This design comes from an exercise in tuning for small area on the open sky130 flow, not from production work. Function was checked by simulation only, so behaviour that the tests miss may differ from the original. Power and IR drop assume default switching activity.

## flow/design.v

```verilog
`default_nettype none
package ppfl_pkg;
  localparam int PAGE_COUNT = 64;
  localparam int PTR_W      = (PAGE_COUNT > 1) ? $clog2(PAGE_COUNT) : 1;
  localparam int CNT_W      = $clog2(PAGE_COUNT + 1);
  localparam int PAGE_W    = 8;
  localparam int CMD_W     = 2;
  localparam int STATUS_W  = 2;
  localparam int INUSE_W   = 9;
  typedef enum logic [CMD_W-1:0] {
    CMD_ALLOC  = 2'd0,
    CMD_FREE   = 2'd1,
    CMD_REINIT = 2'd2,
    CMD_RSVD   = 2'd3
  } cmd_t;
  typedef enum logic [STATUS_W-1:0] {
    ST_OK        = 2'd0,
    ST_FULL      = 2'd1,
    ST_NONE_USED = 2'd2,
    ST_NOT_USED  = 2'd3
  } status_t;
  typedef struct packed {
    logic [CMD_W-1:0]  cmd;
    logic [PAGE_W-1:0] page_index;
  } in_item_t;
  typedef struct packed {
    logic [PAGE_W-1:0]   granted_page;
    logic [STATUS_W-1:0] status;
    logic [INUSE_W-1:0]  pages_in_use;
  } out_item_t;
  typedef struct packed {
    logic             pop;
    logic             push;
    logic             clear;
    logic [PTR_W-1:0] push_page;
  } ring_ctl_t;
  typedef struct packed {
    logic             set;
    logic             clr;
    logic             clear;
    logic [PTR_W-1:0] idx;
  } umap_ctl_t;
endpackage
`default_nettype wire
`default_nettype none
import ppfl_pkg::*;
module ppfl_ring
(
  input  logic             clk,
  input  logic             rst_n,
  input  ppfl_pkg::ring_ctl_t        ctl,
  output logic [PTR_W-1:0]      head_page
);
  logic [PTR_W-1:0]      mem [PAGE_COUNT];
  logic [PTR_W-1:0]      head_r, head_nxt;
  logic [PTR_W-1:0]      tail_r, tail_nxt;
  logic [PAGE_COUNT-1:0] vld_r, vld_nxt;
  logic [PTR_W-1:0]      q_r;
  logic                  qv_r;
  always_comb begin
    head_nxt = head_r;
    tail_nxt = tail_r;
    vld_nxt  = vld_r;
    if (ctl.clear) begin
      head_nxt = '0;
      tail_nxt = '0;
      vld_nxt  = '0;
    end else begin
      if (ctl.pop) begin
        head_nxt = (head_r == PTR_W'(PAGE_COUNT - 1)) ? '0 : head_r + PTR_W'(1);
      end
      if (ctl.push) begin
        tail_nxt        = (tail_r == PTR_W'(PAGE_COUNT - 1)) ? '0 : tail_r + PTR_W'(1);
        vld_nxt[tail_r] = 1'b1;
      end
    end
  end
  always_ff @(posedge clk) begin
    if (!rst_n) begin
      head_r <= '0;
      tail_r <= '0;
      vld_r  <= '0;
      qv_r   <= 1'b0;
    end else begin
      head_r <= head_nxt;
      tail_r <= tail_nxt;
      vld_r  <= vld_nxt;
      qv_r   <= vld_nxt[head_nxt];
    end
  end
  always_ff @(posedge clk) begin
    if (ctl.push) begin
      mem[tail_r] <= ctl.push_page;
    end
    if (ctl.push && (tail_r == head_nxt)) begin
      q_r <= ctl.push_page;
    end else begin
      q_r <= mem[head_nxt];
    end
  end
  assign head_page = qv_r ? q_r : head_r;
endmodule
`default_nettype wire
`default_nettype none
import ppfl_pkg::*;
module ppfl_used_map
(
  input  logic             clk,
  input  logic             rst_n,
  input  ppfl_pkg::umap_ctl_t        ctl,
  input  logic [PTR_W-1:0] rd_idx,
  output logic                  rd_bit
);
  logic [PAGE_COUNT-1:0] used_r, used_nxt;
  always_comb begin
    used_nxt = used_r;
    if (ctl.clear) begin
      used_nxt = '0;
    end else if (ctl.set) begin
      used_nxt[ctl.idx] = 1'b1;
    end else if (ctl.clr) begin
      used_nxt[ctl.idx] = 1'b0;
    end
  end
  always_ff @(posedge clk) begin
    if (!rst_n) begin
      used_r <= '0;
    end else begin
      used_r <= used_nxt;
    end
  end
  assign rd_bit = used_r[rd_idx];
endmodule
`default_nettype wire
`default_nettype none
import ppfl_pkg::*;
module page_pool_free_list_allocator_core
(
  input  logic      clk,
  input  logic      rst_n,
  input  logic      in_valid,
  output logic           in_ready,
  input  logic [9:0]  in_data,
  output logic             out_valid,
  input  logic        out_ready,
  output logic [18:0]      out_data
);
  logic             s1_vld_r;
  ppfl_pkg::in_item_t         s1_item_r;
  logic             out_free;
  logic             fire;
  logic [CNT_W-1:0] cnt_r, cnt_nxt;
  logic [PTR_W-1:0] head_page;
  logic             used_bit;
  logic             page_in_range;
  ppfl_pkg::ring_ctl_t        ring_ctl;
  ppfl_pkg::umap_ctl_t        umap_ctl;
  ppfl_pkg::out_item_t        res;
  ppfl_pkg::out_item_t        out_data_r;
  logic             out_valid_r;
  assign out_free = !out_valid_r || out_ready;
  assign fire     = s1_vld_r && out_free;
  assign in_ready = !s1_vld_r || out_free;
  always_ff @(posedge clk) begin
    if (!rst_n) begin
      s1_vld_r <= 1'b0;
    end else if (in_ready) begin
      s1_vld_r <= in_valid;
    end
  end
  always_ff @(posedge clk) begin
    if (in_ready && in_valid) begin
      s1_item_r <= ppfl_pkg::in_item_t'(in_data);
    end
  end
  assign page_in_range = ({1'b0, s1_item_r.page_index} < (PAGE_W + 1)'(PAGE_COUNT));
  always_comb begin
    cnt_nxt           = cnt_r;
    ring_ctl          = '0;
    umap_ctl          = '0;
    res.granted_page  = '0;
    res.status        = ST_OK;
    ring_ctl.push_page = PTR_W'(s1_item_r.page_index);
    umap_ctl.idx      = PTR_W'(s1_item_r.page_index);
    case (s1_item_r.cmd)
      CMD_ALLOC: begin
        if (cnt_r == CNT_W'(PAGE_COUNT)) begin
          res.status = ST_FULL;
        end else begin
          ring_ctl.pop     = fire;
          umap_ctl.set     = fire;
          umap_ctl.idx     = head_page;
          cnt_nxt          = cnt_r + CNT_W'(1);
          res.granted_page = PAGE_W'(head_page);
        end
      end
      CMD_FREE: begin
        if (cnt_r == '0) begin
          res.status = ST_NONE_USED;
        end else if (!page_in_range || !used_bit) begin
          res.status = ST_NOT_USED;
        end else begin
          ring_ctl.push = fire;
          umap_ctl.clr  = fire;
          cnt_nxt       = cnt_r - CNT_W'(1);
        end
      end
      CMD_REINIT: begin
        ring_ctl.clear = fire;
        umap_ctl.clear = fire;
        cnt_nxt        = '0;
      end
      default: begin
        cnt_nxt = cnt_r;
      end
    endcase
    res.pages_in_use = INUSE_W'(cnt_nxt);
  end
  always_ff @(posedge clk) begin
    if (!rst_n) begin
      cnt_r       <= '0;
      out_valid_r <= 1'b0;
    end else begin
      if (fire) begin
        cnt_r <= cnt_nxt;
      end
      if (out_free) begin
        out_valid_r <= s1_vld_r;
      end
    end
  end
  always_ff @(posedge clk) begin
    if (fire) begin
      out_data_r <= res;
    end
  end
  ppfl_ring u_ring (
    .clk       (clk),
    .rst_n     (rst_n),
    .ctl       (ring_ctl),
    .head_page (head_page)
  );
  ppfl_used_map u_used_map (
    .clk    (clk),
    .rst_n  (rst_n),
    .ctl    (umap_ctl),
    .rd_idx (PTR_W'(s1_item_r.page_index)),
    .rd_bit (used_bit)
  );
  assign out_valid = out_valid_r;
  assign out_data  = out_data_r;
endmodule
`default_nettype wire
```

## flow/run.sh

```bash
#!/bin/bash
# synth_recipe.tcl (not shown) runs the flow's synth.tcl, then flattens the netlist and writes it again
# the make line also repeats each setting of config.mk as NAME=value (left out here)
make -C /OpenROAD-flow-scripts/flow DESIGN_CONFIG=/design/flow/config.mk WORK_HOME=/design/flow/orfs CLKGATE_MAP_FILE= SYNTH_SCRIPT=/design/flow/synth_recipe.tcl finish
```

## flow/config.mk

```make
export PLATFORM = sky130hd
export DESIGN_NAME = page_pool_free_list_allocator_core
export DESIGN_NICKNAME = page_pool_free_list_allocator_core
export VERILOG_FILES = /design/flow/design.v
export SDC_FILE = /design/flow/constraint.sdc
export NUM_CORES = 4
export LEC_CHECK = 0
export CAP_MARGIN = 20
export CORE_MARGIN = 2
export CORE_UTILIZATION = 40
export SLEW_MARGIN = 20
```

## flow/constraint.sdc

```tcl
create_clock -name core_clock -period 6.0 [get_ports {clk}]
set_input_delay 1.2000 -clock core_clock [delete_from_list [all_inputs] [get_ports {clk}]]
set_output_delay 1.2000 -clock core_clock [all_outputs]
set_load 0.01 [all_outputs]
```

==> reports/qor.csv, run 1 <==
stage,metric,value,unit
synth,"Distinct cells, synth",89,
finish,"commonest non-fill, non-tap cell in the layout",edfxtp_1,
cts,CTS sink cnt,565,
cts,"CTS clk-pin slew, worst paths",0.06,ns
synth,"EDFF count, synth",409,
routing,via/cell ratio,5.88,
power_and_ir_drop,power density over the cells,300,nW/um^2
global_route,number of global-route vias before repair,15010,
synth,Post-Synthesis Cells,1785,
critical_path,r2r setup slk,1.04,ns
synth,syn_area_per_cell,13.6,sq um
cts,clock latency on the worst-skew pair,0.63,ns
min_path,Hold WC Path Type,flip-flop to flip-flop,
placed_design,Final GP Congestion,0.925,
sta,Max-slew headroom,26.7,%
floorplan,chip height,251,um
critical_path,worst path required time,6.50,ns
cts,post_cts resized,0,
floorplan,DIE AREA,62900,sq um
floorplan,initial core utilization,40.4,%
routing,overall routed net length,62900,um
cts,hold_buf cts,0,
finish,FILL cells,5252,
synth,Synthesis Warnings,3,
global_route,total gr overflow,0,
sta,min Tclk post-route,4.96,ns
cts,CTS tree,yes,
sta,Final setup viols,0,
finish,share of cells above drive strength 1,13.9,%
critical_path,worst reg-to-reg path cell count,14,
placed_design,DP HPWL,41400,um
finish,net count reported at finish,1820,
critical_path,CP startpoint kind,flip-flop,
sta,Peak Freq,201,MHz
sta,fin crit share,82.7,%
floorplan,Cell Rows,90,
critical_path,CP endpoint kind,flip-flop,
sta,worst hold slack,0.454,ns
synth,"Top FF cell, synth",edfxtp_1,
sta,Pins Over Slew Limit,0,
cts,Inserted Clock Buffers,57,
power_and_ir_drop,leakage,8.86,nW
routing,routed via count,15451,
critical_path,Crit Path Max Fanout,25,
power_and_ir_drop,VDD IR max,0.000232,V
cts,Max Buffers Root-to-Sink,3,
sta,Slew @ Worst Pin,1.10,ns
sta,skew final,0.0268,ns
synth,Netlist Area Pre-Place,24400,sq um
floorplan,Top-Level Pins,35,
cts,H-tree depth,2,
finish,Area Growth Syn to Fin,12.0,%
placed_design,Port Buffers,30,
finish,ant diodes,0,
status,outcome,"complete, no violations",
routing,DR iter-0 viols,1465,
routing,routed wire length per instance,23.9,um
global_route,first-pass GRT wire length,96000,um
synth,register area share after synthesis,63.2,%
floorplan,Core ar.,60200,sq um
cts,CTS root buf,clkbuf_16,
finish,most frequent cells in the layout,"edfxtp_1 (409), nor2_1 (194), dfxtp_1 (153)",
sta,"Hold Vio Cnt, Final",0,
cts,Post-CTS Setup Inserts,0,
routing,DRT Pass-1 Iters,5,
flow_run,max_cap viols,0,
synth,Yosys reg bits,565,
sta,setup TNS,0,ns
global_route,GR Util All Layers,20.0,%
critical_path,crit path DAT,5.47,ns
routing,Post-DRT Antenna Nets,0,
critical_path,critical path class,flip-flop to flip-flop,
sta,setup repair after global routing missed its margin,no,
routing,DRC viols,0,
global_route,maximum number of pins on one net before global-route repair,98,
synth,"FFs w/ async S/R, synth",0,%
floorplan,die width,251,um
global_route,initial antenna violation count,2,
[cells in the mapped netlist, types with 38 or more instances]
cell type | n | share of area [%]
a21oi_1 | 74 | 1.5
clkbuf_1 | 77 | 1.2
edfxtp_1 | 409 | 50
dfxtp_1 | 156 | 13
a211oi_1 | 45 | 1.4
nor2_1 | 194 | 3.0
a31oi_1 | 47 | 1.2
nand2_1 | 130 | 2.0
mux4_2 | 85 | 7.9
nand3_1 | 38 | 0.78
mux2i_1 | 92 | 3.8
[cells by family after synthesis]
logic type,after synthesis,synth area share (%)
flops,565,63.2
simple gates,520,10.2
compound gates,334,9.52
mux,191,12.9
buf+inv,151,3.22
xor+xnor,14,0.534
fa+ha+maj,9,0.462
other cells,1,0.0154
[critical path, stage by stage (launching register included)]
cell and delay (ns):
dfxtp_4 0.64, buf_12 0.27, buf_4 0.21, mux4_2 0.50, a22oi_1 0.32, nand3_1 0.22, a221oi_2 0.38, o21ai_2 0.17
inv_2 0.26, ha_1 0.28, xnor2_1 0.20, or2_1 0.40, nor4_2 0.53, a31oi_1 0.17, a211oi_1 0.24
[how the worst min path moves through the flow]
stage,from,to,cells after the start
floorplan,u_ring.vld_r[20],u_ring.vld_r[20],2
global placement,u_ring.vld_r[14],u_ring.vld_r[14],2
detailed placement,u_ring.vld_r[26],u_ring.vld_r[26],2
CTS,u_ring.vld_r[26],u_ring.vld_r[26],2
global route,u_ring.vld_r[53],u_ring.vld_r[53],2
finish,u_ring.vld_r[14],u_ring.vld_r[14],2
[area by class of cell]
class / instances / area [sq um] / share of cell area (%)
Sequential cell: 565 / 15400 / 56.5
Multi-Input combinational cell: 1072 / 8190 / 30.0
Clock buffer: 75 / 1550 / 5.70
Tap cell: 782 / 978 / 3.59
Timing Repair Buffer: 76 / 691 / 2.53
Clock inverter: 32 / 363 / 1.33
Inverter: 25 / 93.8 / 0.344
[report_power, final]
| group | internal [W] | switching [W] |
|---|---|---|
| clock network | 0.00209 | 0.00154 |
| logic | 0.0000966 | 0.000239 |
| registers | 0.00419 | 0.0000267 |
[per-stage QoR]
step           std cells  area [sq um]  worst slack, ns  total power (W)  utilization, %
6_report            2627         27300             1.04          0.00819            45.3
4_1_cts             2626         27300             1.02          0.00825            45.3
2_1_floorplan       1788         24400             1.45          0.00452               -
5_1_grt             2627         27300            0.639          0.00842            45.3
3_3_place_gp        2519         25400             1.16          0.00463            42.1
3_5_place_dp        2519         25400             1.09          0.00464            42.1
[routing by layer]
metal	track usage, %	vias to the layer above	wire (um)
met2	31.2	574	29200
met1	28.8	7877	28100
met4	5.61	4	1460
li1	-	6893	-
met3	3.63	103	4170
met5	0	-	28
==> run 2: changes to the inputs <==
==> flow/design.v (replaced) <==
`default_nettype none
module page_pool_free_list_allocator_core
(
  input  logic        clk,
  input  logic        rst_n,
  input  logic        in_valid,
  output logic        in_ready,
  input  logic [9:0]  in_data,
  output logic        out_valid,
  input  logic        out_ready,
  output logic [18:0] out_data
);
  logic       s1_vld_r;
  logic [1:0] s1_cmd_r;
  logic [5:0] s1_idx_r;
  logic       out_valid_r;
  logic       out_free, fire;
  logic       oor;
  assign out_free = !out_valid_r || out_ready;
  assign fire     = s1_vld_r && out_free;
  assign in_ready = !s1_vld_r || out_free;
  assign oor      = |in_data[7:6];
  always_ff @(posedge clk) begin
    if (!rst_n) begin
      s1_vld_r <= 1'b0;
    end else if (in_ready) begin
      s1_vld_r <= in_valid;
    end
  end
  always_ff @(posedge clk) begin
    if (in_ready) begin
      s1_cmd_r <= {in_data[9] | (in_data[8] & oor), in_data[8]};
      s1_idx_r <= {in_data[5:1], !in_data[9] & (in_data[0] | oor)};
    end
  end
  logic [6:0]  cnt_r;                
  logic [6:0]  init_r;               
  logic [5:0]  fifo_r [64];          
  logic [63:0] used_r;
  logic is_alloc, is_free, is_reinit, is_x;
  logic full, empty, used_bit;
  logic alloc_ok, free_ok;
  logic [5:0] head_page;
  logic [1:0] status;
  assign is_alloc  = (s1_cmd_r == 2'd0);
  assign is_free   = (s1_cmd_r == 2'd1);
  assign is_reinit = (s1_cmd_r == 2'd2);
  assign is_x      = (s1_cmd_r == 2'd3);
  assign full     = cnt_r[6];
  assign empty    = (cnt_r == 7'd0);
  assign used_bit = used_r[s1_idx_r];
  assign alloc_ok = is_alloc && !full;
  assign free_ok  = is_free && used_bit;
  assign head_page = init_r[6] ? fifo_r[~cnt_r[5:0]] : init_r[5:0];
  always_comb begin
    status = 2'd0;
    if (is_alloc) begin
      status = {1'b0, full};
    end else if (is_free) begin
      status = {!used_bit, !used_bit && !empty};
    end else if (is_x && s1_idx_r[0]) begin
      status = {1'b1, !empty};
    end
  end
  always_ff @(posedge clk) begin
    if (!rst_n) begin
      cnt_r  <= '0;
      init_r <= '0;
    end else if (fire) begin
      if (is_reinit) begin
        cnt_r  <= '0;
        init_r <= '0;
      end else if (alloc_ok) begin
        cnt_r <= cnt_r + 7'd1;
        if (!init_r[6]) init_r <= init_r + 7'd1;
      end else if (free_ok) begin
        cnt_r <= cnt_r - 7'd1;
      end
    end
  end
  always_ff @(posedge clk) begin
    if (fire && free_ok) begin
      fifo_r[0] <= s1_idx_r;
      for (int i = 1; i < 64; i++) fifo_r[i] <= fifo_r[i-1];
    end
  end
  logic [5:0] uidx;
  logic       uwe, uclr;
  assign uidx = is_alloc ? head_page : s1_idx_r;
  assign uwe  = fire && (alloc_ok || free_ok);
  assign uclr = !rst_n || (fire && is_reinit);
  always_ff @(posedge clk) begin
    for (int i = 0; i < 64; i++) begin
      if (uclr || (uwe && uidx == 6'(i))) used_r[i] <= is_alloc && !uclr;
    end
  end
  logic [5:0] out_grant_r;
  logic [1:0] out_status_r;
  always_ff @(posedge clk) begin
    if (!rst_n) begin
      out_valid_r <= 1'b0;
    end else if (out_free) begin
      out_valid_r <= s1_vld_r;
    end
  end
  always_ff @(posedge clk) begin
    if (fire) begin
      out_grant_r  <= alloc_ok ? head_page : 6'd0;
      out_status_r <= status;
    end
  end
  assign out_valid = out_valid_r;
  assign out_data  = {2'b00, out_grant_r, out_status_r, 2'b00, cnt_r};
endmodule
`default_nettype wire
==> reports/qor.csv, run 2 <==
stage,metric,value,unit,change
finish,net count reported at finish,1412,,-22%
min_path,Hold WC Path Type,flip-flop to flip-flop,,
synth,"EDFF count, synth",464,,+13%
routing,overall routed net length,51600,um,-18%
sta,Peak Freq,214,MHz,+6.0%
critical_path,CP startpoint kind,flip-flop,,
synth,syn_area_per_cell,14.5,sq um,+6.4%
finish,share of cells above drive strength 1,12.9,%,-1.0 points
finish,max reg flops,384,,
sta,Pins Over Slew Limit,0,,unchanged
routing,DRT Pass-1 Iters,6,,+1
synth,"Distinct cells, synth",80,,-10%
global_route,first-pass GRT wire length,77900,um,-19%
synth,Post-Synth Adder-Cell Area,0.470,%,+0.0082 points
power_and_ir_drop,leakage,6.97,nW,-21%
cts,"CTS clk-pin slew, worst paths",0.06,ns,about the same
finish,ant diodes,0,,unchanged
sta,Max-slew headroom,33.9,%,+7.2 points
floorplan,Core ar.,50100,sq um,-17%
critical_path,crit path DAT,4.93,ns,-0.54 ns
synth,"FFs w/ async S/R, synth",0,%,unchanged
global_route,total gr overflow,0,,unchanged
finish,"commonest non-fill, non-tap cell in the layout",edfxtp_1,,
critical_path,Crit Path Max Fanout,16,,-36%
synth,Netlist Area Pre-Place,20200,sq um,-17%
cts,Post-CTS Setup Inserts,0,,unchanged
critical_path,CP endpoint kind,flip-flop,,
cts,CTS sink cnt,480,,-15%
global_route,GR Util All Layers,19.5,%,-0.54 points
global_route,number of global-route vias before repair,12317,,-18%
synth,Yosys reg bits,480,,-15%
floorplan,initial core utilization,40.4,%,-0.064 points
routing,via/cell ratio,6.07,,+3.1%
cts,hold_buf cts,0,,unchanged
synth,Synthesis Warnings,2,,-1
placed_design,Final GP Congestion,0.834,,-9.8%
synth,commonest cells in the netlist,"edfxtp_1 (464), nand3_1 (290), nand4_1 (73)",,
status,outcome,"complete, no violations",,
floorplan,Cell Rows,82,,-8.9%
critical_path,worst path required time,6.25,ns,-0.25 ns
sta,worst hold slack,0.441,ns,-0.0133 ns
placed_design,Port Buffers,30,,unchanged
finish,Layout Utilization,45.4,%,+0.15 points
synth,proportion of netlist area held by the largest area contributor,68.9,%,+19 points
cts,clock latency on the worst-skew pair,0.60,ns,-0.03 ns
finish,most frequent cells in the layout,"edfxtp_1 (464), nand3_1 (290), nand4_1 (73)",,
global_route,maximum number of pins on one net before global-route repair,152,,+55%
cts,post_cts resized,0,,unchanged
routing,DRC viols,0,,unchanged
floorplan,chip height,229,um,-8.8%
cts,Max Buffers Root-to-Sink,3,,unchanged
cts,H-tree depth,2,,unchanged
floorplan,Top-Level Pins,35,,unchanged
global_route,initial antenna violation count,0,,-2
synth,xor/xnor cell area share of the yosys netlist,0.303,%,-0.23 points
sta,"Hold Vio Cnt, Final",0,,unchanged
synth,"Top FF cell, synth",edfxtp_1,,
sta,fin crit share,78.0,%,-4.7 points
synth,Post-Synth Simple-Gate Area,16.2,%,+6.1 points
cts,CTS tree,yes,,
critical_path,CP max stage cell,dfxtp_1,,
synth,largest family of logic cells by synthesized area,simple AND/OR/NAND/NOR gates,,
routing,DR iter-0 viols,1565,,+6.8%
placed_design,DP HPWL,31600,um,-24%
routing,routed via count,12752,,-17%
finish,most flop-heavy register,fifo_r,,
floorplan,die width,229,um,-8.8%
synth,Compound-Gate Fraction of Synth Area,6.64,%,-2.9 points
synth,most common cell in the netlist,edfxtp_1,,
flow_run,max_cap viols,0,,unchanged
critical_path,CP max stage delay,0.86,ns,+0.22 ns
critical_path,critical path class,flip-flop to flip-flop,,
cts,CTS root buf,clkbuf_16,,
power_and_ir_drop,power density over the cells,313,nW/um^2,+4.4%
sta,min Tclk post-route,4.68,ns,-0.282 ns
finish,top flop regs,"fifo_r (384), used_r (64)",,
critical_path,ordered cell list for the critical path,buf_4 > nand2b_1 > nor2_1 > a32o_1 > nor3_1 > or4b_1 > o221ai_2 > nand3_1 > o31ai_1,,
power_and_ir_drop,VDD IR max,0.000235,V,+1.3%
synth,synth top area cells,"edfxtp_1 (69%), nand3_1 (7.2%), nand4_1 (2.3%)",,
synth,largest area contributor in the netlist,edfxtp_1,,
routing,routed wire length per instance,24.6,um,+2.5%
sta,setup repair after global routing missed its margin,no,,
sta,Slew @ Worst Pin,0.991,ns,-0.109 ns
synth,register area share after synthesis,70.5,%,+7.3 points
synth,Post-Synthesis Cells,1392,,-22%
floorplan,DIE AREA,52300,sq um,-17%
sta,skew final,0.0238,ns,-0.00304 ns
routing,Post-DRT Antenna Nets,0,,unchanged
sta,Final setup viols,0,,unchanged
synth,mux cell area share after synthesis,2.42,%,-10 points
finish,Area Growth Syn to Fin,12.5,%,
cts,Inserted Clock Buffers,49,,-14%
[run 2: cell types whose count changed after synthesis, moves of 36 or more]
cell | previous run | this run
a211oi_1 | 45 | 1
a21oi_1 | 74 | 15
a31oi_1 | 47 | 11
dfxtp_1 | 156 | 16
edfxtp_1 | 409 | 464
mux2i_1 | 92 | 8
mux4_2 | 85 | 15
nand2_1 | 130 | 26
nand3_1 | 38 | 290
nand4_1 | 14 | 73
nor2_1 | 194 | 30
[run 2: cell families after synthesis]
logic type | count (synthesis)
other | 1
xor gates and xnor gates | 7
and+or+nand+nor | 576
muxes | 28
DFF | 480
buffers and inverters | 131
adders and majority gates | 7
AOI/OAI and AO/OA | 162
[run 2: metrics by stage]
stage | setup slack (ns) | instance area [sq um] | power [W] | setup TNS (ns) | std cells
after floorplan | -5.13 | 20200 | 0.00404 | -1970.44 | 1395
after global placement | 1.44 | 21200 | 0.00414 | 0 | 2011
after detailed placement | 1.40 | 21200 | 0.00414 | 0 | 2012
after CTS | 1.37 | 22700 | 0.00717 | 0 | 2102
after global routing | 1.09 | 22700 | 0.00732 | 0 | 2102
final | 1.32 | 22700 | 0.00713 | 0 | 2102
[run 2: power breakdown]
part / switching, W / total [W] / internal, W / leakage [nW]
sequential: 0.0000396 / 0.00374 / 0.00370 / 4.10
clock: 0.00129 / 0.00305 / 0.00176 / 0.766
combinational: 0.000217 / 0.000335 / 0.000118 / 2.10
total: 0.00155 / 0.00713 / 0.00558 / 6.97
[run 2: cell type report]
| cell class | count | area [sq um] |
|---|---|---|
| clock inverter | 22 | 256 |
| inverter | 7 | 26.3 |
| fill | 4476 | 27300 |
| multi-input combinational | 784 | 5430 |
| clock buffer | 68 | 1320 |
| sequential | 480 | 14300 |
| tap | 672 | 841 |
| timing repair buffer | 69 | 626 |
[run 2: final timing paths]
path | start | cells after the start | end | slack (ns)
worst max-delay path | cnt_r[0] | 9 | used_r[48] | 1.32
worst min-delay path | fifo_r[45][2] | 0 | fifo_r[46][2] | 0.44
worst max register to register | cnt_r[0] | 9 | used_r[48] | 1.32
worst min register to register | fifo_r[45][2] | 0 | fifo_r[46][2] | 0.44
[run 2: per-layer routing]
layer | GRT usage (%) | routed length, um
met1 | 28.8 | 22500
met2 | 28.9 | 23100
met3 | 4.15 | 4800
met4 | 5.74 | 1170
met5 | 0 | 0
[run 2: worst max-delay path: cells and delay by family (launching register included)]
kind                   cells  cell delay, ns
AO/OA/AOI/OAI              3            1.08
buffers and inverters      1            0.36
AND/OR/NAND/NOR            5            2.01
flip-flops                 1            0.86
==> run 3: changes to the inputs <==
--- a/flow/design.v
+++ b/flow/design.v
@@ -1,3 +1,33 @@
+`default_nettype none
+module ppfl_dec8
+(
+  input  logic [2:0] a,
+  output logic [7:0] y
+);
+  always_comb begin
+    for (int i = 0; i < 8; i++) y[i] = (a == 3'(i));
+  end
+endmodule
+module ppfl_sel8x6
+(
+  input  logic [47:0] d,
+  input  logic [7:0]  sel,
+  output logic [5:0]  q
+);
+  always_comb begin
+    q = '0;
+    for (int i = 0; i < 8; i++) q |= {6{sel[i]}} & d[i*6 +: 6];
+  end
+endmodule
+module ppfl_sel8x1
+(
+  input  logic [7:0] d,
+  input  logic [7:0] sel,
+  output logic       q
+);
+  assign q = |(d & sel);
+endmodule
+`default_nettype wire
 `default_nettype none
 module page_pool_free_list_allocator_core
 (
@@ -36,7 +66,7 @@
   logic [6:0]  cnt_r;                
   logic [6:0]  init_r;               
   logic [5:0]  fifo_r [64];          
-  logic [63:0] used_r;
+  logic [63:0] used_r;               
   logic is_alloc, is_free, is_reinit, is_x;
   logic full, empty, used_bit;
   logic alloc_ok, free_ok;
@@ -48,10 +78,24 @@
   assign is_x      = (s1_cmd_r == 2'd3);
   assign full     = cnt_r[6];
   assign empty    = (cnt_r == 7'd0);
-  assign used_bit = used_r[s1_idx_r];
   assign alloc_ok = is_alloc && !full;
-  assign free_ok  = is_free && used_bit;
-  assign head_page = init_r[6] ? fifo_r[~cnt_r[5:0]] : init_r[5:0];
+  assign free_ok  = is_free && used_bit;    
+  logic [7:0]  rsel_lo, rsel_hi;
+  logic [47:0] rgrp [8];
+  logic [47:0] rgrp_q;
+  logic [5:0]  fifo_rd;
+  ppfl_dec8 u_rdec_lo (.a(~cnt_r[2:0]), .y(rsel_lo));
+  ppfl_dec8 u_rdec_hi (.a(~cnt_r[5:3]), .y(rsel_hi));
+  always_comb begin
+    for (int k = 0; k < 8; k++) begin
+      for (int j = 0; j < 8; j++) rgrp[k][j*6 +: 6] = fifo_r[8*k + j];
+    end
+  end
+  for (genvar k = 0; k < 8; k++) begin : g_rd
+    ppfl_sel8x6 u_sel (.d(rgrp[k]), .sel(rsel_lo), .q(rgrp_q[k*6 +: 6]));
+  end
+  ppfl_sel8x6 u_rsel_hi (.d(rgrp_q), .sel(rsel_hi), .q(fifo_rd));
+  assign head_page = init_r[6] ? fifo_rd : init_r[5:0];
   always_comb begin
     status = 2'd0;
     if (is_alloc) begin
@@ -86,12 +130,22 @@
   end
   logic [5:0] uidx;
   logic       uwe, uclr;
+  logic [7:0] usel_lo, usel_hi, ugrp;
+  logic [7:0] uen_lo_n, uen_hi_n;
   assign uidx = is_alloc ? head_page : s1_idx_r;
   assign uwe  = fire && (alloc_ok || free_ok);
   assign uclr = !rst_n || (fire && is_reinit);
+  ppfl_dec8 u_udec_lo (.a(uidx[2:0]), .y(usel_lo));
+  ppfl_dec8 u_udec_hi (.a(uidx[5:3]), .y(usel_hi));
+  for (genvar k = 0; k < 8; k++) begin : g_urd
+    ppfl_sel8x1 u_sel (.d(used_r[8*k +: 8]), .sel(usel_lo), .q(ugrp[k]));
+  end
+  ppfl_sel8x1 u_usel_hi (.d(ugrp), .sel(usel_hi), .q(used_bit));
+  assign uen_lo_n = ~(usel_lo | {8{uclr}});
+  assign uen_hi_n = ~((usel_hi & {8{uwe}}) | {8{uclr}});
   always_ff @(posedge clk) begin
     for (int i = 0; i < 64; i++) begin
-      if (uclr || (uwe && uidx == 6'(i))) used_r[i] <= is_alloc && !uclr;
+      if (!(uen_lo_n[i % 8] || uen_hi_n[i / 8])) used_r[i] <= is_alloc && !uclr;
     end
   end
   logic [5:0] out_grant_r;
--- a/flow/config.mk
+++ b/flow/config.mk
@@ -7,5 +7,10 @@
 export LEC_CHECK = 0
 export CAP_MARGIN = 20
 export CORE_MARGIN = 2
-export CORE_UTILIZATION = 40
+export CORE_UTILIZATION = 55
+export CTS_BUF_LIST = sky130_fd_sc_hd__clkbuf_16
+export CTS_CLUSTER_DIAMETER = 60
+export CTS_CLUSTER_SIZE = 30
 export SLEW_MARGIN = 20
+export SYNTH_HIERARCHICAL = 1
+export SYNTH_MINIMUM_KEEP_SIZE = 0
==> reports/qor.csv, run 3 <==
stage,metric,value,unit,change
flow_run,max_cap viols,0,,unchanged
routing,DRC viols,0,,unchanged
global_route,number of global-route vias before repair,10066,,-18%
critical_path,ordered cell list for the critical path,clkinvlp_4 > and3b_2 > buf_4 > a22oi_1 > nand4_1 > a22oi_1 > nand4_1 > mux2i_1 > a21oi_2 > nor3_1 > buf_4 > a22oi_1 > nand4_1 > a22oi_1 > nand4_1 > nand3b_1 > or3_4 > clkinvlp_4 > buf_4 > buf_12,,
power_and_ir_drop,VDD IR max,0.000274,V,+16%
critical_path,worst path required time,6.21,ns,-0.04 ns
cts,Post-CTS Setup Inserts,0,,unchanged
cts,CTS sink cnt,480,,unchanged
placed_design,DP HPWL,22800,um,-28%
placed_design,Final GP Congestion,0.844,,+1.1%
critical_path,critical path class,flip-flop to flip-flop,,
synth,Yosys reg bits,480,,unchanged
finish,max reg flops,384,,unchanged
synth,Post-Synthesis Cells,1073,,-23%
sta,fin crit share,88.6,%,+11 points
floorplan,die width,186,um,-19%
floorplan,DIE AREA,34400,sq um,-34%
global_route,GR Util All Layers,23.2,%,+3.8 points
cts,clock latency on the worst-skew pair,0.54,ns,-0.06 ns
synth,largest area contributor in the netlist,edfxtp_1,,
placed_design,Port Buffers,30,,unchanged
cts,"CTS clk-pin slew, worst paths",0.09,ns,+0.03 ns
cts,CTS tree,yes,,
sta,Peak Freq,188,MHz,-12%
floorplan,initial core utilization,55.7,%,+15 points
finish,most frequent cells in the layout,"edfxtp_1 (464), a22oi_1 (252), nor2_1 (93)",,
sta,min Tclk post-route,5.31,ns,+0.632 ns
routing,via/cell ratio,6.37,,+4.9%
finish,net count reported at finish,1194,,-15%
synth,"Top FF cell, synth",edfxtp_1,,
cts,Max Buffers Root-to-Sink,3,,unchanged
sta,Final setup viols,0,,unchanged
routing,DRT Pass-1 Iters,6,,unchanged
synth,proportion of netlist area held by the largest area contributor,76.9,%,+7.9 points
status,outcome,"complete, no violations",,
floorplan,Cell Rows,66,,-20%
sta,Pins Over Slew Limit,0,,unchanged
finish,most flop-heavy register,fifo_r,,
sta,setup TNS,0,ns,unchanged
cts,hold_buf cts,0,,unchanged
sta,Slew @ Worst Pin,0.885,ns,-0.105 ns
sta,setup repair after global routing missed its margin,no,,
critical_path,CP endpoint kind,flip-flop,,
finish,top flop regs,"fifo_r (384), used_r (64)",,
critical_path,CP max stage delay,0.45,ns,-0.41 ns
finish,"commonest non-fill, non-tap cell in the layout",edfxtp_1,,
synth,Netlist Area Pre-Place,18100,sq um,-10%
synth,synth top area cells,"edfxtp_1 (77%), a22oi_1 (10%), nand4_1 (2.2%)",,
sta,Max-slew headroom,40.8,%,+6.9 points
placed_design,DP Area,19500,sq um,-7.9%
critical_path,CP startpoint kind,flip-flop,,
floorplan,Top-Level Pins,35,,unchanged
synth,Synthesis Warnings,13,,+11
critical_path,crit path DAT,5.53,ns,+0.60 ns
cts,CTS root buf,clkbuf_16,,
synth,commonest cells in the netlist,"edfxtp_1 (464), a22oi_1 (252), nor2_1 (93)",,
critical_path,Crit Path Max Fanout,62,,+46
finish,Area Growth Syn to Fin,14.5,%,
finish,share of cells above drive strength 1,11.9,%,-1.0 points
routing,routed wire length per instance,24.3,um,-1.1%
power_and_ir_drop,leakage,6.60,nW,-5.3%
synth,register area share after synthesis,78.6,%,+8.1 points
sta,"Hold Vio Cnt, Final",0,,unchanged
floorplan,chip height,186,um,-19%
synth,"EDFF count, synth",464,,unchanged
synth,"FFs w/ async S/R, synth",0,%,unchanged
global_route,maximum number of pins on one net before global-route repair,65,,-57%
finish,Storage cell area,14300,sq um,about the same
synth,most common cell in the netlist,edfxtp_1,,
routing,routed via count,10434,,-18%
min_path,Hold WC Path Type,flip-flop to flip-flop,,
routing,overall routed net length,39800,um,-23%
global_route,initial antenna violation count,0,,unchanged
critical_path,Crit path max-delay family,simple AND/OR/NAND/NOR gates,,
global_route,first-pass GRT wire length,60400,um,-22%
synth,syn_area_per_cell,16.9,sq um,+16%
critical_path,Buffers & Inverters on Critical Path,6,,+5
critical_path,CP max stage cell,or3_4,,
cts,H-tree depth,2,,unchanged
synth,"Distinct cells, synth",47,,-41%
sta,skew final,0.0293,ns,+0.00554 ns
routing,Post-DRT Antenna Nets,0,,unchanged
global_route,total gr overflow,0,,unchanged
cts,Inserted Clock Buffers,36,,-27%
finish,FILL cells,2383,,-47%
finish,Multi-input gate area,3830,sq um,-29%
finish,post-route cell area,20800,sq um,-8.8%
floorplan,Core ar.,32500,sq um,-35%
routing,DR iter-0 viols,1021,,-35%
power_and_ir_drop,power density over the cells,324,nW/um^2,+3.4%
finish,ant diodes,0,,unchanged
cts,post_cts resized,0,,unchanged
-- run 3: cell types whose count changed after synthesis, sizes merged, moves of 11 or more --
cell	before	now
a21oi	15	29
buf	82	10
nor4	16	5
nor2	31	93
and2	13	0
mux4	16	0
clkbuf	42	6
nand3	290	6
a22oi	4	252
o31ai	65	3
nand2	26	12
and3	41	6
a32oi	12	0
-- run 3: metal layers --
layer  global-route usage, %  wire, um  share of wire, %  up-vias
li1                        -         -                 -     4704
met1                    36.2     18600                47     5343
met2                    34.6     18000                45      339
met3                    3.99      2580               6.5       48
met4                    5.29       629               1.6        0
met5                       0         0                 0        -
-- run 3: kinds of logic after synthesis --
kind of cell	after synthesis	synth area share, %
adders and majority gates	9	0.663
AOI/OAI and AO/OA	306	12.3
xor gates and xnor gates	3	0.145
DFF	480	78.6
buffers and inverters	28	0.725
other	1	0.0207
muxes	7	0.386
and+or+nand+nor	239	7.12
-- run 3: power breakdown --
group	switching (W)	internal, W
logic	0.000267	0.000144
registers	0.0000366	0.00371
clock network	0.00127	0.00130
total	0.00157	0.00515
-- run 3: cell type report --
| class | instances | area share, % |
|---|---|---|
| clock buffers | 37 | 4.46 |
| inverters | 12 | 0.253 |
| repair buffers | 73 | 3.91 |
| clock inverters | 27 | 1.59 |
| flip-flops and latches | 480 | 68.7 |
| multi-input cells | 568 | 18.4 |
| well taps | 442 | 2.66 |
-- run 3: per-module statistics from Yosys, one instance, submodules excluded --
module | cells inside | copies in the design
ppfl_sel8x1 | 5 | 9
ppfl_sel8x6 | 30 | 9
ppfl_dec8 | 8 | 4
page_pool_free_list_allocator_core | 726 | 1
-- run 3: through the flow --
step	utilization (%)	setup slack [ns]	total power, W	cells	hold WS [ns]
after detailed placement	59.9	0.739	0.00423	1575	0.433
after floorplan	-	-3.83	0.00407	1076	0.427
final	63.8	0.686	0.00672	1639	0.438
after global placement	59.9	0.800	0.00423	1575	0.429
after CTS	63.8	0.725	0.00679	1639	0.441
after global routing	63.8	0.291	0.00695	1639	0.450
-- run 3: path summary, 6_finish.rpt --
check,start,to,slack (ns),cells after the start
setup reg to reg,cnt_r[0],fifo_r[42][4],0.69,20
hold reg to reg,fifo_r[9][4],fifo_r[10][4],0.44,0
setup / recovery,cnt_r[0],fifo_r[42][4],0.69,20
hold / removal,fifo_r[9][4],fifo_r[10][4],0.44,0
==> run 4: changes to the inputs <==
--- a/flow/config.mk
+++ b/flow/config.mk
@@ -8,9 +8,9 @@
 export CAP_MARGIN = 20
 export CORE_MARGIN = 2
 export CORE_UTILIZATION = 55
-export CTS_BUF_LIST = sky130_fd_sc_hd__clkbuf_16
+export CTS_BUF_LIST = sky130_fd_sc_hd__clkbuf_8
 export CTS_CLUSTER_DIAMETER = 60
-export CTS_CLUSTER_SIZE = 30
+export CTS_CLUSTER_SIZE = 20
 export SLEW_MARGIN = 20
 export SYNTH_HIERARCHICAL = 1
 export SYNTH_MINIMUM_KEEP_SIZE = 0
==> reports/qor.csv, run 4 <==
stage,metric,value,unit,change
status,outcome,"complete, no violations",,
cts,hold_buf cts,0,,unchanged
sta,Pins Over Slew Limit,0,,unchanged
synth,"EDFF count, synth",464,,unchanged
critical_path,CP max stage delay,0.61,ns,+0.16 ns
finish,FILL cells,2447,,+2.7%
cts,Post-CTS Setup Inserts,0,,unchanged
sta,min Tclk post-route,5.26,ns,-0.0550 ns
routing,met2 wire len,17900,um,-0.73%
flow_run,max_cap viols,0,,unchanged
sta,Peak Freq,190,MHz,+1.0%
power_and_ir_drop,Psw,0.00140,W,-11%
power_and_ir_drop,internal power,0.00465,W,-9.7%
sta,"Hold Vio Cnt, Final",0,,unchanged
synth,Netlist Area Pre-Place,18100,sq um,unchanged
floorplan,DIE AREA,34400,sq um,unchanged
synth,synth top area cells,"edfxtp_1 (77%), a22oi_1 (10%), nand4_1 (2.2%)",,
synth,"Distinct cells, synth",47,,unchanged
critical_path,CP endpoint kind,flip-flop,,
floorplan,Core ar.,32500,sq um,unchanged
critical_path,Crit Path Max Fanout,62,,unchanged
routing,DR iter-0 viols,1029,,+0.78%
critical_path,r2r setup slk,0.74,ns,+0.05 ns
finish,fin cells,1639,,unchanged
routing,DRT Pass-1 Iters,5,,-1
critical_path,critical path class,flip-flop to flip-flop,,
finish,top flop regs,"fifo_r (384), used_r (64)",,
finish,ant diodes,0,,unchanged
critical_path,worst reg2reg path startpoint,cnt_r[0],,
floorplan,die width,186,um,unchanged
routing,via/cell ratio,6.38,,+0.18%
routing,met3 wire len,2590,um,+0.58%
routing,routed wire length per instance,24.1,um,-0.89%
global_route,maximum number of pins on one net before global-route repair,65,,unchanged
finish,most flop-heavy register,fifo_r,,
routing,DRC viols,0,,unchanged
cts,CTS tree,yes,,
placed_design,Final GP Congestion,0.844,,unchanged
floorplan,chip height,186,um,unchanged
global_route,total gr overflow,0,,unchanged
cts,Max Buffers Root-to-Sink,3,,unchanged
sta,Max-slew headroom,41.1,%,+0.38 points
sta,fin crit share,87.6,%,-0.92 points
floorplan,Cell Rows,66,,unchanged
power_and_ir_drop,switch share,23.1,%,-0.25 points
critical_path,CP startpoint kind,flip-flop,,
synth,syn_area_per_cell,16.9,sq um,unchanged
finish,max reg flops,384,,unchanged
min_path,Hold WC Path Type,flip-flop to flip-flop,,
placed_design,Placed Cells incl. Taps,1575,,unchanged
placed_design,Port Buffers,30,,unchanged
cts,post_cts resized,0,,unchanged
placed_design,DP Area,19500,sq um,unchanged
critical_path,reg2reg end,fifo_r[50][4],,
cts,Inserted Clock Buffers,36,,unchanged
finish,share of cells above drive strength 1,11.4,%,-0.42 points
sta,skew final,0.0324,ns,+0.00305 ns
synth,Yosys reg bits,480,,unchanged
finish,post-route cell area,20300,sq um,-2.2%
finish,net count reported at finish,1194,,unchanged
global_route,number of global-route vias before repair,10047,,-0.19%
power_and_ir_drop,leakage,6.41,nW,-3.0%
routing,Top Layer Used,met4,,
placed_design,DP HPWL,22800,um,unchanged
synth,Synthesis Warnings,13,,unchanged
routing,Metal-1 WL,18400,um,-1.2%
critical_path,crit path DAT,5.51,ns,-0.02 ns
critical_path,CP max stage cell,nor3b_4,,
synth,register area share after synthesis,78.6,%,unchanged
critical_path,worst reg-to-reg path cell count,17,,-15%
sta,Slew @ Worst Pin,0.880,ns,-0.00561 ns
cts,H-tree depth,2,,unchanged
power_and_ir_drop,combinational share of power,6.8,%,+0.7 points
global_route,GR Util All Layers,23.1,%,-0.14 points
power_and_ir_drop,VDD IR max,0.000205,V,-25%
finish,most frequent cells in the layout,"edfxtp_1 (464), a22oi_1 (252), nor2_1 (93)",,
cts,"CTS clk-pin slew, worst paths",0.11,ns,+0.02 ns
min_path,worst hold endpoint,fifo_r[35][0],,
power_and_ir_drop,Clock Power Share,31.3,%,-6.8 points
routing,routed via count,10453,,+0.18%
synth,proportion of netlist area held by the largest area contributor,76.9,%,unchanged
critical_path,worst path required time,6.25,ns,+0.04 ns
cts,CTS root buf,clkbuf_8,,
min_path,Worst Hold Depth,0,,unchanged
global_route,first-pass GRT wire length,60200,um,-0.43%
sta,setup repair after global routing missed its margin,no,,
min_path,hold path start,fifo_r[34][0],,
sta,worst hold slack,0.453,ns,+0.0148 ns
routing,Post-DRT Antenna Nets,0,,unchanged
floorplan,Top-Level Pins,35,,unchanged
synth,most common cell in the netlist,edfxtp_1,,
synth,"Top FF cell, synth",edfxtp_1,,
synth,"FFs w/ async S/R, synth",0,%,unchanged
synth,Post-Synthesis Cells,1073,,unchanged
critical_path,ordered cell list for the critical path,clkinvlp_4 > nor3b_4 > buf_4 > a22oi_1 > nand4_1 > a22oi_1 > nand4_1 > mux2i_1 > a21oi_1 > nor3b_1 > a22oi_1 > nand4_1 > nand3b_1 > or3_4 > clkinvlp_4 > buf_4 > buf_12,,
finish,"commonest non-fill, non-tap cell in the layout",edfxtp_1,,
global_route,initial antenna violation count,0,,unchanged
power_and_ir_drop,Seq pwr share,62.0,%,+6.2 points
floorplan,initial core utilization,55.7,%,unchanged
synth,commonest cells in the netlist,"edfxtp_1 (464), a22oi_1 (252), nor2_1 (93)",,
sta,Final setup viols,0,,unchanged
finish,Area Growth Syn to Fin,12.0,%,
cts,clock latency on the worst-skew pair,0.57,ns,+0.03 ns
cts,CTS sink cnt,480,,unchanged
power_and_ir_drop,power density over the cells,298,nW/um^2,-8.0%
routing,overall routed net length,39500,um,-0.89%
synth,largest area contributor in the netlist,edfxtp_1,,
-- run 4: cell counts after synthesis --
No cell type changed its count.
-- run 4: area by class of cell --
cell class / instances / area [sq um] / area share, %
clock buffers: 37 / 509 / 2.51
clock inverters: 27 / 294 / 1.45
inverters: 12 / 52.6 / 0.259
multi-input cells: 568 / 3830 / 18.9
flip-flops and latches: 480 / 14300 / 70.2
well taps: 442 / 553 / 2.72
repair buffers: 73 / 811 / 3.99
-- run 4: how the worst max path moves through the flow --
stage	from	endpoint	slack (ns)	cells after the start
CTS	cnt_r[0]	used_r[2]	0.74	20
global route	cnt_r[0]	used_r[1]	0.30	19
finish	cnt_r[0]	fifo_r[50][4]	0.74	17
global placement	cnt_r[0]	fifo_r[43][2]	0.80	17
floorplan	cnt_r[0]	fifo_r[0][0]	-3.83	16
detailed placement	cnt_r[0]	fifo_r[44][2]	0.74	17
-- run 4: routing by layer --
metal  vias up  global-route usage (%)
met5         -                       0
met4         0                    5.20
met3        51                    3.83
met2       372                    34.3
met1      5347                    36.1
li1       4683                       -
-- run 4: cell families after synthesis --
family,count (synthesis),share of synthesized area (%)
xor+xnor,3,0.145
fa+ha+maj,9,0.663
simple gates,239,7.12
mux,7,0.386
compound gates,306,12.3
flops,480,78.6
buf+inv,28,0.725
other cells,1,0.0207
-- run 4: Yosys stat by module (local to each module, per instance) --
| module | flops+latches | copies in the design | cell area (sq um) | cells inside |
|---|---|---|---|---|
| ppfl_dec8 | 0 | 4 | 65.1 | 8 |
| ppfl_sel8x6 | 0 | 9 | 218 | 30 |
| ppfl_sel8x1 | 0 | 9 | 36.3 | 5 |
| page_pool_free_list_allocator_core | 480 | 1 | 15600 | 726 |
-- run 4: power groups by stage --
| stage | clock network [W] | registers (W) | logic (W) |
|---|---|---|---|
| 6_report | 0.00189 | 0.00375 | 0.000410 |
| 5_1_grt | 0.00208 | 0.00376 | 0.000448 |
| 4_1_cts | 0.00196 | 0.00375 | 0.000411 |
| 3_5_place_dp | 0 | 0.00382 | 0.000409 |
| 3_3_place_gp | 0 | 0.00382 | 0.000406 |
| 2_1_floorplan | 0 | 0.00382 | 0.000250 |
-- run 4: critical path: cells and delay by family, from the launching register on --
kind,cells,cell delay [ns]
and+or+nand+nor,7,2.14
muxes,1,0.17
DFF,1,0.38
AOI/OAI and AO/OA,4,1.00
buffers and inverters,5,1.18
-- run 4: per-stage QoR --
stage	TNS [ns]	worst slack (ns)	util [%]	power, W
6_report	0	0.741	62.4	0.00605
3_5_place_dp	0	0.739	59.9	0.00423
4_1_cts	0	0.742	62.4	0.00611
2_1_floorplan	-1486.82	-3.83	-	0.00407
5_1_grt	0	0.300	62.4	0.00628
3_3_place_gp	0	0.800	59.9	0.00423
==> run 5: changes to the inputs <==
==> flow/flow/run.sh (new file) <==
#!/bin/bash
# The standard ORFS layout (the standard.sh), with three changes:
#  - ports are buffered with sky130_fd_sc_hd__buf_1 instead of the default
#    cell that buffer_ports picks;
#  - clock tree synthesis clusters the flip-flops into groups of up to 20
#    under clkbuf_8 leaf buffers and inserts no dummy loads.
# Every tool's output goes to the ORFS logs under orfs/logs/, and make's own
# output to flow_make.log in this folder.
set -euo pipefail
bash standard.sh \
  "BUFFER_PORTS_ARGS=-buffer_cell sky130_fd_sc_hd__buf_1" \
  "CTS_ARGS=-sink_clustering_enable -repair_clock_nets -sink_clustering_size 20 -sink_clustering_max_diameter 60 -buf_list sky130_fd_sc_hd__clkbuf_8 -dont_use_dummy_load" \
  finish > flow_make.log 2>&1
==> flow/standard.sh (new file) <==
#!/bin/bash
# synth_recipe.tcl (not shown) runs the flow's synth.tcl, then flattens the netlist and writes it again
# the make line also repeats each setting of config.mk as NAME=value (left out here)
make -C /OpenROAD-flow-scripts/flow DESIGN_CONFIG=/design/flow/config.mk WORK_HOME=/design/flow/orfs CLKGATE_MAP_FILE= SYNTH_SCRIPT=/design/flow/synth_recipe.tcl "${@:-finish}"
==> flow/config.mk (replaced) <==
export PLATFORM = sky130hd
export DESIGN_NAME = page_pool_free_list_allocator_core
export DESIGN_NICKNAME = page_pool_free_list_allocator_core
export VERILOG_FILES = /design/flow/design.v
export SDC_FILE = /design/flow/constraint.sdc
export NUM_CORES = 4
export LEC_CHECK = 0
export CAP_MARGIN = 5
export CORE_MARGIN = 2
export CORE_UTILIZATION = 55
export GPL_TIMING_DRIVEN = 0
export SLEW_MARGIN = 5
export SYNTH_HIERARCHICAL = 1
export SYNTH_MINIMUM_KEEP_SIZE = 0
removed: flow/run.sh
==> reports/qor.csv, run 5 <==
stage,metric,value,unit,change
status,outcome,"complete, no violations",,
sta,Max-slew headroom,29.3,%,-12 points
routing,overall routed net length,39900,um,+1.2%
cts,"CTS clk-pin slew, worst paths",0.11,ns,about the same
sta,Final setup viols,0,,unchanged
finish,top flop regs,"fifo_r (384), used_r (64)",,
synth,register area share after synthesis,78.6,%,unchanged
min_path,Hold WC Path Type,flip-flop to flip-flop,,
critical_path,critical path class,flip-flop to flip-flop,,
power_and_ir_drop,internal power,0.00441,W,-5.3%
finish,max reg flops,384,,unchanged
synth,"EDFF count, synth",464,,unchanged
finish,FILL cells,2485,,+1.6%
global_route,maximum number of pins on one net before global-route repair,45,,-31%
routing,routed wire length per instance,24.4,um,+1.5%
synth,Synthesis Warnings,13,,unchanged
cts,CTS tree,yes,,
floorplan,Core ar.,32500,sq um,unchanged
placed_design,Post-Place Setup Slack,-1.71,ns,-2.45 ns
cts,H-tree depth,2,,unchanged
power_and_ir_drop,VDD IR max,0.000210,V,+2.7%
finish,"commonest non-fill, non-tap cell in the layout",edfxtp_1,,
sta,"Hold Vio Cnt, Final",0,,unchanged
floorplan,Top-Level Pins,35,,unchanged
sta,setup repair after global routing missed its margin,no,,
routing,routed via count,10609,,+1.5%
power_and_ir_drop,switch share,22.7,%,-0.40 points
critical_path,CP endpoint kind,flip-flop,,
synth,most common cell in the netlist,edfxtp_1,,
critical_path,r2r setup slk,0.28,ns,-0.46 ns
global_route,first-pass GRT wire length,60900,um,+1.3%
placed_design,Final GP Congestion,0.833,,-1.2%
global_route,number of global-route vias before repair,10236,,+1.9%
cts,CTS root buf,clkbuf_8,,
power_and_ir_drop,power density over the cells,283,nW/um^2,-5.1%
finish,ant diodes,0,,unchanged
placed_design,Placed Cells incl. Taps,1574,,-0.063%
sta,min setup slack post-route,0.280,ns,-0.461 ns
floorplan,Cell Rows,66,,unchanged
finish,Layout Utilization,62.0,%,-0.44 points
power_and_ir_drop,leakage,6.30,nW,-1.7%
sta,Slew @ Worst Pin,1.06,ns,+0.178 ns
finish,fin cells,1633,,-0.37%
routing,Post-DRT Antenna Nets,0,,unchanged
sta,fin crit share,95.3,%,+7.7 points
power_and_ir_drop,Seq pwr share,65.7,%,+3.7 points
cts,Inserted Clock Buffers,37,,+2.8%
synth,Post-Synthesis Cells,1073,,unchanged
cts,clock latency on the worst-skew pair,0.58,ns,about the same
power_and_ir_drop,Clock Power Share,26.8,%,-4.5 points
synth,Yosys reg bits,480,,unchanged
finish,post-route cell area,20200,sq um,-0.70%
synth,largest area contributor in the netlist,edfxtp_1,,
synth,"Distinct cells, synth",47,,unchanged
routing,DR iter-0 viols,987,,-4.1%
cts,Max Buffers Root-to-Sink,3,,unchanged
global_route,initial antenna violation count,0,,unchanged
critical_path,CP startpoint kind,flip-flop,,
finish,most flop-heavy register,fifo_r,,
placed_design,Port Buffers,29,,-3.3%
routing,DRC viols,0,,unchanged
global_route,total gr overflow,0,,unchanged
finish,Area Growth Syn to Fin,11.2,%,
critical_path,crit path DAT,5.93,ns,+0.42 ns
sta,min Tclk post-route,5.72,ns,+0.461 ns
sta,Pins Over Slew Limit,0,,unchanged
power_and_ir_drop,combinational share of power,7.5,%,+0.7 points
global_route,GR Util All Layers,23.5,%,+0.39 points
floorplan,die width,186,um,unchanged
synth,"FFs w/ async S/R, synth",0,%,unchanged
critical_path,worst path required time,6.21,ns,-0.04 ns
synth,commonest cells in the netlist,"edfxtp_1 (464), a22oi_1 (252), nor2_1 (93)",,
synth,syn_area_per_cell,16.9,sq um,unchanged
sta,Peak Freq,175,MHz,-8.1%
finish,net count reported at finish,1216,,+1.8%
critical_path,Crit Path Max Fanout,77,,+24%
floorplan,initial core utilization,55.7,%,unchanged
routing,via/cell ratio,6.50,,+1.9%
synth,proportion of netlist area held by the largest area contributor,76.9,%,unchanged
placed_design,DP HPWL,22700,um,-0.21%
placed_design,DP Area,19400,sq um,-0.65%
sta,skew final,0.0382,ns,+0.00583 ns
synth,synth top area cells,"edfxtp_1 (77%), a22oi_1 (10%), nand4_1 (2.2%)",,
flow_run,max_cap viols,0,,unchanged
floorplan,chip height,186,um,unchanged
power_and_ir_drop,Psw,0.00129,W,-7.4%
cts,CTS sink cnt,480,,unchanged
synth,"Top FF cell, synth",edfxtp_1,,
sta,worst hold slack,0.422,ns,-0.0302 ns
finish,most frequent cells in the layout,"edfxtp_1 (464), a22oi_1 (252), nor2_1 (93)",,
routing,DRT Pass-1 Iters,5,,unchanged
floorplan,DIE AREA,34400,sq um,unchanged
synth,Netlist Area Pre-Place,18100,sq um,unchanged
finish,share of cells above drive strength 1,11.8,%,+0.31 points
-- run 5: changes by cell type in the layout (fill, tap and decap cells not counted), sizes merged, moves of 4 or more --
cell,previous run,this run
buf,43,80
clkdlybuf4s50,30,0
clkinv,11,0
inv,20,10
clkbuf,37,43
and3b,12,17
bufinv,4,0
-- run 5: critical path, cell delays in order, from the launching register on --
cell        delay [ns]
dfxtp_2           0.41
inv_4             0.13
nor3b_4           0.20
buf_8             0.17
buf_8             0.17
buf_8             0.16
buf_16            0.16
a22oi_1           0.17
nand4_1           0.13
a22oi_1           0.27
nand4_1           0.24
mux2i_4           0.31
a21oi_2           0.17
nor3b_4           0.25
buf_4             0.18
a22oi_1           0.09
nand4_1           0.12
a22oi_1           0.11
nand4_1           0.22
nand3b_1          0.16
or3_4             0.47
clkinvlp_4        0.12
buf_12            0.23
buf_12            0.24
buf_12            0.36
-- run 5: kinds of logic (layout without fill, tap and decap cells) --
family / Yosys count / in the layout / share of synthesized area (%)
and+or+nand+nor: 239 / 245 / 7.12
other: 1 / 4 / 0.0207
xor gates and xnor gates: 3 / 3 / 0.145
AOI/OAI and AO/OA: 306 / 307 / 12.3
muxes: 7 / 7 / 0.386
adders and majority gates: 9 / 9 / 0.663
buffers and inverters: 28 / 136 / 0.725
DFF: 480 / 480 / 78.6
-- run 5: stage by stage --
stage	setup TNS, ns	power, W
floorplan	-1486.82	0.00407
global placement	-3443.04	0.00421
detailed placement	-486.11	0.00421
CTS	0	0.00575
global route	0	0.00590
finish	0	0.00570
-- run 5: area by class of cell --
type                            count  area, sq um  share of cell area (%)
Buffer                             16         86.3                   0.428
Inverter                           12         57.6                   0.285
Timing Repair inverter              1         5.00                  0.0248
Multi-Input combinational cell    575         4000                    19.8
Tap cell                          442          553                    2.74
Timing Repair Buffer               70          692                    3.43
Sequential cell                   480        14300                    70.7
Clock buffer                       37          509                    2.53
-- run 5: final timing paths --
path                                      end  depth (start not counted)     startpoint
worst min register to register  fifo_r[25][3]                          0  fifo_r[24][3]
worst min-delay path            fifo_r[25][3]                          0  fifo_r[24][3]
worst max register to register  fifo_r[49][5]                         24       cnt_r[1]
worst max-delay path            fifo_r[49][5]                         24       cnt_r[1]
-- run 5: Yosys stat by module (local to each module, per instance) --
module	flops+latches	area, sq um	cells	copies in the design
ppfl_sel8x6	0	218	30	9
page_pool_free_list_allocator_core	480	15600	726	1
ppfl_dec8	0	65.1	8	4
ppfl_sel8x1	0	36.3	5	9
-- run 5: repair_timing --
| action | in CTS | in global routing |
|---|---|---|
| gates cloned | 7 | 1 |
| setup buffers | 14 | 1 |
| gates resized for setup | 15 | 12 |
| endpoints found under the setup margin | 456 | 66 |
| hold buffers | 0 | 0 |
| pin swaps | 6 | 1 |
-- run 5: metal layers --
metal	global-route usage, %	routed length, um
met1	36.1	18300
met3	3.37	2580
met2	35.6	18200
met5	0	0
met4	6.20	828
-- run 5: power groups by stage --
stage | combinational, W | clock, W | sequential, W
after floorplan | 0.000250 | 0 | 0.00382
after global placement | 0.000381 | 0 | 0.00383
after detailed placement | 0.000393 | 0 | 0.00382
after CTS | 0.000420 | 0.00158 | 0.00374
after global routing | 0.000464 | 0.00169 | 0.00375
final | 0.000429 | 0.00153 | 0.00374
==> run 6: changes to the inputs <==
--- a/flow/config.mk
+++ b/flow/config.mk
@@ -5,10 +5,9 @@
 export SDC_FILE = /design/flow/constraint.sdc
 export NUM_CORES = 4
 export LEC_CHECK = 0
-export CAP_MARGIN = 5
+export CAP_MARGIN = 20
 export CORE_MARGIN = 2
 export CORE_UTILIZATION = 55
-export GPL_TIMING_DRIVEN = 0
-export SLEW_MARGIN = 5
+export SLEW_MARGIN = 20
 export SYNTH_HIERARCHICAL = 1
 export SYNTH_MINIMUM_KEEP_SIZE = 0
==> reports/qor.csv, run 6 <==
stage,metric,value,unit,change
status,outcome,"complete, no violations",,
cts,Post-CTS Setup Inserts,0,,-14
cts,H-tree depth,2,,unchanged
synth,proportion of netlist area held by the largest area contributor,76.9,%,unchanged
routing,overall routed net length,39100,um,-2.0%
cts,CTS root buf,clkbuf_8,,
finish,Area Growth Syn to Fin,9.33,%,
synth,Synthesis Warnings,13,,unchanged
placed_design,DP Area,19300,sq um,-0.25%
synth,register area share after synthesis,78.6,%,unchanged
flow_run,max_cap viols,0,,unchanged
synth,synth top area cells,"edfxtp_1 (77%), a22oi_1 (10%), nand4_1 (2.2%)",,
sta,"Hold Vio Cnt, Final",0,,unchanged
synth,"FFs w/ async S/R, synth",0,%,unchanged
power_and_ir_drop,Seq pwr share,66.2,%,+0.5 points
min_path,hold path start,fifo_r[9][1],,
global_route,GR Util All Layers,23.1,%,-0.37 points
routing,via/cell ratio,6.47,,-0.41%
finish,post-route cell area,19800,sq um,-1.7%
sta,min Tclk post-route,5.42,ns,-0.299 ns
placed_design,Final GP Congestion,0.812,,-2.5%
cts,Inserted Clock Buffers,36,,-2.7%
finish,most flop-heavy register,fifo_r,,
critical_path,worst path required time,6.25,ns,+0.04 ns
sta,skew final,0.0527,ns,+0.0145 ns
synth,largest area contributor in the netlist,edfxtp_1,,
routing,DRT Pass-1 Iters,5,,unchanged
sta,Max-slew headroom,40.3,%,+11 points
placed_design,Port Buffers,30,,+3.4%
global_route,number of global-route vias before repair,10028,,-2.0%
sta,Slew @ Worst Pin,0.892,ns,-0.165 ns
power_and_ir_drop,internal power,0.00439,W,-0.44%
synth,Netlist Area Pre-Place,18100,sq um,unchanged
critical_path,CP max stage delay,0.51,ns,+0.04 ns
finish,"commonest non-fill, non-tap cell in the layout",edfxtp_1,,
sta,fin crit share,90.4,%,-5.0 points
cts,"CTS clk-pin slew, worst paths",0.11,ns,about the same
critical_path,CP max stage cell,and3_2,,
critical_path,worst reg-to-reg path cell count,20,,-17%
sta,Peak Freq,184,MHz,+5.5%
power_and_ir_drop,leakage,6.16,nW,-2.3%
sta,min setup slack post-route,0.579,ns,+0.299 ns
power_and_ir_drop,VDD IR max,0.000189,V,-10%
finish,ant diodes,0,,unchanged
critical_path,ordered cell list for the critical path,clkinvlp_4 > and3_2 > buf_12 > a22oi_1 > nand4_1 > a22oi_1 > nand4_1 > mux2i_1 > a21oi_2 > nor3_1 > buf_4 > a22oi_1 > nand4_1 > a22oi_1 > nand4_1 > nand3b_1 > or3_4 > clkinvlp_4 > buf_4 > buf_12,,
critical_path,Crit Path Max Fanout,51,,-34%
global_route,maximum number of pins on one net before global-route repair,70,,+56%
cts,clock latency on the worst-skew pair,0.59,ns,about the same
min_path,Hold WC Path Type,flip-flop to flip-flop,,
placed_design,Post-Place Setup Slack,0.696,ns,+2.41 ns
critical_path,CP startpoint kind,flip-flop,,
floorplan,Top-Level Pins,35,,unchanged
sta,Final setup viols,0,,unchanged
cts,hold_buf cts,0,,unchanged
finish,net count reported at finish,1189,,-2.2%
synth,"Distinct cells, synth",47,,unchanged
synth,"EDFF count, synth",464,,unchanged
floorplan,DIE AREA,34400,sq um,unchanged
routing,routed wire length per instance,24.3,um,-0.39%
routing,routed via count,10391,,-2.1%
routing,DR iter-0 viols,962,,-2.5%
critical_path,critical path class,flip-flop to flip-flop,,
floorplan,initial core utilization,55.7,%,unchanged
sta,setup repair after global routing missed its margin,no,,
synth,syn_area_per_cell,16.9,sq um,unchanged
floorplan,Core ar.,32500,sq um,unchanged
finish,FILL cells,2483,,-0.080%
min_path,Worst Hold Depth,0,,unchanged
min_path,worst hold endpoint,fifo_r[10][1],,
power_and_ir_drop,Psw,0.00127,W,-2.0%
cts,CTS sink cnt,480,,unchanged
global_route,first-pass GRT wire length,59800,um,-1.9%
finish,most frequent cells in the layout,"edfxtp_1 (464), a22oi_1 (252), nor2_1 (93)",,
synth,most common cell in the netlist,edfxtp_1,,
critical_path,r2r setup slk,0.58,ns,+0.30 ns
floorplan,chip height,186,um,unchanged
placed_design,DP HPWL,22300,um,-2.0%
routing,DRC viols,0,,unchanged
synth,Post-Synthesis Cells,1073,,unchanged
cts,Max Buffers Root-to-Sink,3,,unchanged
global_route,total gr overflow,0,,unchanged
finish,max reg flops,384,,unchanged
power_and_ir_drop,Clock Power Share,26.6,%,-0.2 points
power_and_ir_drop,power density over the cells,285,nW/um^2,+0.92%
finish,share of cells above drive strength 1,9.45,%,-2.3 points
floorplan,Cell Rows,66,,unchanged
sta,Pins Over Slew Limit,0,,unchanged
routing,Post-DRT Antenna Nets,0,,unchanged
cts,post_cts resized,0,,-15
critical_path,CP endpoint kind,flip-flop,,
power_and_ir_drop,combinational share of power,7.2,%,-0.3 points
global_route,initial antenna violation count,0,,unchanged
synth,Yosys reg bits,480,,unchanged
floorplan,die width,186,um,unchanged
power_and_ir_drop,switch share,22.4,%,-0.27 points
critical_path,crit path DAT,5.67,ns,-0.26 ns
critical_path,worst reg2reg path startpoint,cnt_r[0],,
synth,"Top FF cell, synth",edfxtp_1,,
cts,CTS tree,yes,,
critical_path,reg2reg end,fifo_r[42][2],,
synth,commonest cells in the netlist,"edfxtp_1 (464), a22oi_1 (252), nor2_1 (93)",,
finish,top flop regs,"fifo_r (384), used_r (64)",,
[run 6: cell type report]
type | instances | area (sq um) | share of cell area, %
clock buffer | 36 | 495 | 2.50
inverter | 12 | 52.6 | 0.265
multi-input combinational | 568 | 3830 | 19.3
sequential | 480 | 14300 | 71.9
tap | 442 | 553 | 2.79
timing repair buffer | 68 | 636 | 3.21
[run 6: through the flow]
step	std cells	utilization (%)	TNS, ns	power (W)	hold slack [ns]
after floorplan	1076	-	-1486.82	0.00407	0.427
after global placement	1570	59.4	0	0.00422	0.429
after detailed placement	1570	59.4	0	0.00422	0.434
after CTS	1606	60.9	0	0.00571	0.389
after global routing	1606	60.9	0	0.00587	0.393
final	1606	60.9	0	0.00566	0.390
[run 6: worst max path at each step]
stage | start | endpoint
after floorplan | cnt_r[0] | fifo_r[0][0]
after global placement | cnt_r[2] | fifo_r[40][2]
after detailed placement | cnt_r[0] | used_r[61]
after CTS | cnt_r[0] | used_r[61]
after global routing | cnt_r[0] | used_r[9]
final | cnt_r[0] | fifo_r[42][2]
[run 6: cell families (layout without fill, tap and decap cells)]
logic type	after synthesis	count (layout)	synth area share [%]
AO/OA/AOI/OAI	306	306	12.3
XOR/XNOR	3	3	0.145
adder cells (fa/ha/maj)	9	9	0.663
buffers and inverters	28	116	0.725
flip-flops	480	480	78.6
multiplexers	7	7	0.386
other	1	4	0.0207
AND/OR/NAND/NOR	239	239	7.12
[run 6: routing by layer]
metal | vias up | track usage (%) | routed length (um)
met1 | 5305 | 36.0 | 18400
met3 | 72 | 3.35 | 2430
li1 | 4648 | - | -
met4 | 0 | 6.99 | 934
met2 | 366 | 34.1 | 17300
met5 | - | 0 | 0
[run 6: power by group through the flow]
stage                     registers, W  logic, W  clock network [W]
after floorplan                0.00382  0.000250                  0
after global placement         0.00382  0.000400                  0
after detailed placement       0.00382  0.000402                  0
after CTS                      0.00375  0.000403            0.00156
after global routing           0.00376  0.000440            0.00168
final                          0.00375  0.000405            0.00150
[run 6: critical path: cells and delay by family (launching register included)]
| kind | cells | cell delay, ns |
|---|---|---|
| AO/OA/AOI/OAI | 5 | 0.89 |
| multiplexers | 1 | 0.31 |
| AND/OR/NAND/NOR | 8 | 2.06 |
| buffers and inverters | 6 | 1.39 |
| flip-flops | 1 | 0.38 |
[run 6: modules after synthesis, one instance, submodules excluded]
module / flops+latches / cells inside / area, sq um
page_pool_free_list_allocator_core: 480 / 726 / 15600
ppfl_sel8x1: 0 / 5 / 36.3
ppfl_sel8x6: 0 / 30 / 218
ppfl_dec8: 0 / 8 / 65.1

==> what the ideal ports hide <==
The results above use ideal ports. As a check the final layouts listed here were re-extracted and re-timed, cells and wires unchanged.
Step 1 (the two cells are an assumption about what drives the block):
set clk [get_ports {clk}]
set_driving_cell -lib_cell sky130_fd_sc_hd__clkbuf_16 $clk
set_driving_cell -lib_cell sky130_fd_sc_hd__buf_2 [delete_from_list [all_inputs] $clk]
Step 2 times the ports against the registers' clock, not the clock port: input delays grow and output delays shrink by t, the midpoint of the rising clock arrivals with the driver on.
a / b / c = ideal ports / drivers / drivers and shift; a / b = the first two.
run | t (ns) | slack for setup (ns) | slew at the worst register clock pin (ns)
run 1 | 0.680 | 1.036 / 1.036 / 1.006 | 0.07 / 0.07
run 2 | 0.645 | 1.319 / 1.319 / 1.319 | 0.07 / 0.07
run 3 | 0.579 | 0.686 / 0.686 / 0.686 | 0.09 / 0.09
run 4 | 0.607 | 0.741 / 0.741 / 0.741 | 0.12 / 0.12
run 5 | 0.606 | 0.280 / 0.280 / 0.280 | 0.12 / 0.12
run 6 | 0.611 | 0.579 / 0.579 / 0.579 | 0.11 / 0.11
After both steps every run listed still meets setup and hold. The setup slack of run 1, which loses most, moves by 0.000 ns with the drivers and by -0.030 ns with both steps.
